Context: an optimization exercise on an open-source flow, tuned for small area, a short achievable clock period and few clock cycles per item. The choices shown serve that exercise and are no tape-out recipe. In this exercise RTL edits were held to simulation tests only and were not proved equivalent to the original.

## radial_vignette_pixel_top
module radial_vignette_pixel_top
(
	input  wire logic              clk,
	input  wire logic              arst_n,
	input  wire logic              s_tvalid,
	output logic                   s_tready,
	input  wire logic [47:0]       s_tdata,
	output logic                   m_tvalid,
	input  wire logic              m_tready,
	output logic [23:0]            m_tdata,
	input  wire logic              cfg_we,
	input  wire logic [1:0]        cfg_index,
	input  wire logic [CFG_W-1:0]  cfg_data
);
clock: 10.0 ns
lec_check: 0
abc_area: 1
cap_margin: 20
core_margin: 2
core_utilization: 55
cts_cluster_size: 30
slew_margin: 20
setup_slack_margin: 6.5
standard.sh (not shown) runs the stock make flow with config.mk's settings and CLKGATE_MAP_FILE= SYNTH_SCRIPT=/design/flow/synth_recipe.tcl, a recipe that flattens the netlist after the stock synthesis.
==> flow/flow/run.sh <==
#!/bin/bash
set -euo pipefail
echo "export SETUP_SLACK_MARGIN = 6.5" >> config.mk
bash standard.sh > standard.log 2>&1
The baseline finished with timing, DRC and antenna clean.
Testbench counts at the start, summed over its fixed seeds: cycles 17,408, items 16,384.
==> next run, changes <==
--- a/flow/config.mk
+++ b/flow/config.mk
@@ -10,4 +10,3 @@
 export CORE_MARGIN = 2
-export CORE_UTILIZATION = 55
-export CTS_CLUSTER_SIZE = 30
+export CORE_UTILIZATION = 65
 export SLEW_MARGIN = 20
Effect: Clock-buffer cell count drops by 16. Via count climbs by 4.1%. Setup slack got worse by 0.23 ns.
==> next run, changes <==
--- a/flow/config.mk
+++ b/flow/config.mk
@@ -10,3 +10,3 @@
 export CORE_MARGIN = 2
-export CORE_UTILIZATION = 65
+export CORE_UTILIZATION = 55
 export SLEW_MARGIN = 20
What happened: Global-route usage falls by 5.9 points; design area rose slightly; worst setup slack gains 0.23 ns; clock-buffer cell count rose by 16; wire length fell slightly; hold slack gains 0.016 ns; clock skew rises by 0.011 ns; maximum frequency grows by a few percent; cell count rises by a few percent; synthesized area is unchanged.
==> next run, changes <==
--- a/flow/config.mk
+++ b/flow/config.mk
@@ -7,3 +7,3 @@
 export LEC_CHECK = 0
-export ABC_AREA = 1
+export ABC_AREA = 0
 export CAP_MARGIN = 20
=>
- The new run passed the timing, DRC and antenna checks
- global-route usage shrinks by 1.5 points
- setup slack loses 0.54 ns
- sequential share of layout area shrinks by 1.9 points
- routed wire length is lower by a few percent
- sequential cell count is unchanged
- synthesized cell count is lower by about a fifth
- synthesized area went down by a few percent
- final cell count fell by roughly a tenth
- die area shrinks by a few percent
- final area came out higher by a few percent
- utilization rose by 6.2 points
==> next run, changes <==
==> flow/flow/run.sh (replaced) <==
#!/bin/bash
set -euo pipefail
echo "export SETUP_SLACK_MARGIN = 6.25" >> config.mk
bash standard.sh > standard.log 2>&1
--- a/flow/config.mk
+++ b/flow/config.mk
@@ -7,3 +7,3 @@
 export LEC_CHECK = 0
-export ABC_AREA = 0
+export ABC_AREA = 1
 export CAP_MARGIN = 20
@@ -12,2 +12,2 @@
 export SLEW_MARGIN = 20
-export SETUP_SLACK_MARGIN = 6.5
+export SETUP_SLACK_MARGIN = 6.25
=> Via count goes up by 7.5%. Synthesized cell count is higher by 26%. Wire length went up by 3.7%. Die area goes up by 3.6%. Utilization went down by 7.9 points. Cell count went up by 14%. Global-route usage grows by 1.1 points.

* * *

pepper:
Another version of the RTL of radial_vignette_pixel_top (not shown whole).
Size in the first run: roughly 2200 flip-flops, roughly 98 I/O pins, ~170000 µm² of cells after synthesis.
clock: 10.0 ns
lec_check: 0
abc_area: 1
cap_margin: 20
core_margin: 2
core_utilization: 40
slew_margin: 20
run.sh (not shown) runs the stock make flow with config.mk's settings and CLKGATE_MAP_FILE= SYNTH_SCRIPT=/design/flow/synth_recipe.tcl, a recipe that flattens the netlist after the stock synthesis.
Stock flow here: none of the scripts above is used.
pepper was carried through to the last stage, and its layout satisfied the timing, DRC and antenna checks.
Testbench counts of pepper, summed over its fixed seeds: cycles 17,440, items 16,384.
[inputs] yarrow vs pepper
- SETUP_SLACK_MARGIN now 7, previously not set
==> flow/flow/run.sh (new file) <==
#!/bin/bash
set -euo pipefail
echo "export SETUP_SLACK_MARGIN = 7" >> config.mk
bash standard.sh > standard.log 2>&1
==> flow/standard.sh (new file) <==
#!/bin/bash
# synth_recipe.tcl (not shown) runs the flow's synth.tcl, then flattens the netlist and writes it again
# the make line also repeats each setting of config.mk as NAME=value (left out here)
make -C /OpenROAD-flow-scripts/flow DESIGN_CONFIG=/design/flow/config.mk WORK_HOME=/design/flow/orfs CLKGATE_MAP_FILE= SYNTH_SCRIPT=/design/flow/synth_recipe.tcl "${@:-finish}"
removed: flow/run.sh
[summary]
- [yarrow] global-route usage rose 1.8 points relative to pepper
- When yarrow is set beside pepper, its relative area change from synthesis to final layout turns out to be 15 points larger.
- When the final numbers for yarrow and pepper were put side by side, the smallest setup slack after layout turned out to be greater in yarrow.

* * *

Starting RTL as in the previous note.
==> flow/config.mk <==
export PLATFORM = sky130hd
export DESIGN_NAME = radial_vignette_pixel_top
export DESIGN_NICKNAME = radial_vignette_pixel_top
export VERILOG_FILES = /design/flow/design.v
export SDC_FILE = /design/flow/constraint.sdc
export NUM_CORES = 4
export LEC_CHECK = 0
export ABC_AREA = 1
export CAP_MARGIN = 20
export CORE_MARGIN = 2
export CORE_UTILIZATION = 40
export SLEW_MARGIN = 20
export SETUP_SLACK_MARGIN = 6
==> flow/constraint.sdc <==
create_clock -name core_clock -period 10.0 [get_ports {clk}]
set_input_delay 2.0000 -clock core_clock [delete_from_list [all_inputs] [get_ports {clk}]]
set_output_delay 2.0000 -clock core_clock [all_outputs]
set_load 0.01 [all_outputs]
standard.sh (not shown) runs the stock make flow with config.mk's settings and CLKGATE_MAP_FILE= SYNTH_SCRIPT=/design/flow/synth_recipe.tcl, a recipe that flattens the netlist after the stock synthesis.
==> flow/flow/run.sh <==
#!/bin/bash
set -euo pipefail
echo "export SETUP_SLACK_MARGIN = 6" >> config.mk
bash standard.sh > standard.log 2>&1
The starting point ran to the end with no violations.
Testbench counts at the start, summed over its fixed seeds: cycles 17,440, items 16,384.
Next try:
==> flow/flow/run.sh (replaced) <==
#!/bin/bash
set -euo pipefail
echo "export SETUP_SLACK_MARGIN = 6.5" >> config.mk
bash standard.sh > standard.log 2>&1
--- a/flow/config.mk
+++ b/flow/config.mk
@@ -9,5 +9,5 @@
 export CAP_MARGIN = 20
 export CORE_MARGIN = 2
-export CORE_UTILIZATION = 40
+export CORE_UTILIZATION = 55
 export SLEW_MARGIN = 20
-export SETUP_SLACK_MARGIN = 6
+export SETUP_SLACK_MARGIN = 6.5
What happened: Global-route usage rose by 8.6 points. Clock skew rose by 0.046 ns. Sequential share of layout area fell by 0.64 points. Synthesized area is unchanged. Clock-buffer cell count fell by 34. Final cell count fell by 4.7%. Core utilization rose by 18 points.

* * *

Another version of the RTL of radial_vignette_pixel_top (not shown whole).
Size: ~98 I/O pins, ~170,000 um2 of cells after synthesis.
export LEC_CHECK = 0
export ABC_AREA = 1
export CAP_MARGIN = 20
export CORE_MARGIN = 2
export CORE_UTILIZATION = 40
export SETUP_SLACK_MARGIN = 5
export SLEW_MARGIN = 20
create_clock -name core_clock -period 10.0 [get_ports {clk}]
run.sh (not shown) runs the stock make flow with config.mk's settings and CLKGATE_MAP_FILE= SYNTH_SCRIPT=/design/flow/synth_recipe.tcl, a recipe that flattens the netlist after the stock synthesis.
Stock flow here: none of the scripts above is used.
Testbench counts at the start, summed over its fixed seeds: cycles 17,536, items 16,384.
==> next run, changes <==
SETUP_SLACK_MARGIN = unset   (was 5)
The changed run went through all stages and came out clean.
Worst hold slack does not change.
Routed wire length is unchanged.
Cell count stays the same.
Design area stays the same.
First-iteration DRC count stays the same.
Die area does not change.
Maximum frequency stays the same.
Via count does not change.
Critical path depth stays the same.
Worst setup slack does not change.

* * *

## main
radial_vignette_pixel_top, a different RTL version from the one above (not shown whole).
Size: roughly 19000 cells after synthesis, roughly 2100 flip-flops, about 98 I/O pins, about 0.16 mm^2 of cells after synthesis.
clock: 10.0 ns
lec_check: 0
abc_area: 1
cap_margin: 20
core_margin: 2
core_utilization: 55
slew_margin: 20
setup_slack_margin: 6.25
standard.sh (not shown) runs the stock make flow with config.mk's settings and CLKGATE_MAP_FILE= SYNTH_SCRIPT=/design/flow/synth_recipe.tcl, a recipe that flattens the netlist after the stock synthesis.
==> flow/flow/run.sh <==
#!/bin/bash
set -euo pipefail
echo "export SETUP_SLACK_MARGIN = 6.25" >> config.mk
bash standard.sh > standard.log 2>&1
main has completed all stages; timing, DRC and antenna checks passed.
Testbench counts of main, summed over its fixed seeds: cycles 17,408, items 16,384.
#### Input delta (the feature branch over main)
- SETUP_SLACK_MARGIN changed from 6.25 to 6.5
==> flow/flow/run.sh <==
#!/bin/bash
set -euo pipefail
echo "export SETUP_SLACK_MARGIN = 6.5" >> config.mk
bash standard.sh > standard.log 2>&1
Wire length reported by the detailed router up 13000 um in the feature branch wrt main. Changes observed in the feature branch relative to main: final-stage net count saw an increase; cell area saw an increase.

[afterwards: timing with drivers on the ports]
The flow's constraints put no driver on any port. The routed layouts listed below were extracted and timed again, unchanged, in two steps. Step 1 sets driving cells, clkbuf_16 on the clock port and buf_2 on the other inputs (assumed; they add their load-dependent delay and slew). Step 2 times the ports against the registers' clock, not the clock port: input delays grow and output delays shrink by t, the midpoint of the rising clock arrivals with the driver on. a / b / c = ideal / step 1 / step 2; a / b = the first two.
run	shift t [ns]	setup slack, ns	worst data-port slew with drivers (ns)
the first run of note 1	1.028	6.288 / 6.179 / 5.631	0.15
the second run of note 1	1.014	6.054 / 6.054 / 5.609	0.18
the third run of note 1	1.028	6.288 / 6.179 / 5.631	0.15
the fourth run of note 1	0.998	5.749 / 5.749 / 5.281	0.08
the fifth run of note 1	1.028	6.258 / 6.188 / 5.395	0.16
pepper	1.030	5.513 / 5.438 / 5.513	0.14
yarrow	1.039	6.240 / 6.161 / 6.095	0.14
the first run of note 3	1.033	6.053 / 5.995 / 5.795	0.14
the second run of note 3	1.040	6.297 / 6.197 / 5.758	0.22
the first run of note 4	1.027	5.444 / 5.444 / 5.444	0.15
the second run of note 4	1.027	5.444 / 5.444 / 5.444	0.15
main	0.998	6.252 / 6.150 / 5.425	0.09
the feature branch	1.002	6.187 / 6.162 / 5.633	0.08
After both steps setup and hold are still met in every run listed. The setup slack of the fifth run of note 1, which loses most, moves by -0.070 ns with the drivers and by -0.863 ns with both steps.
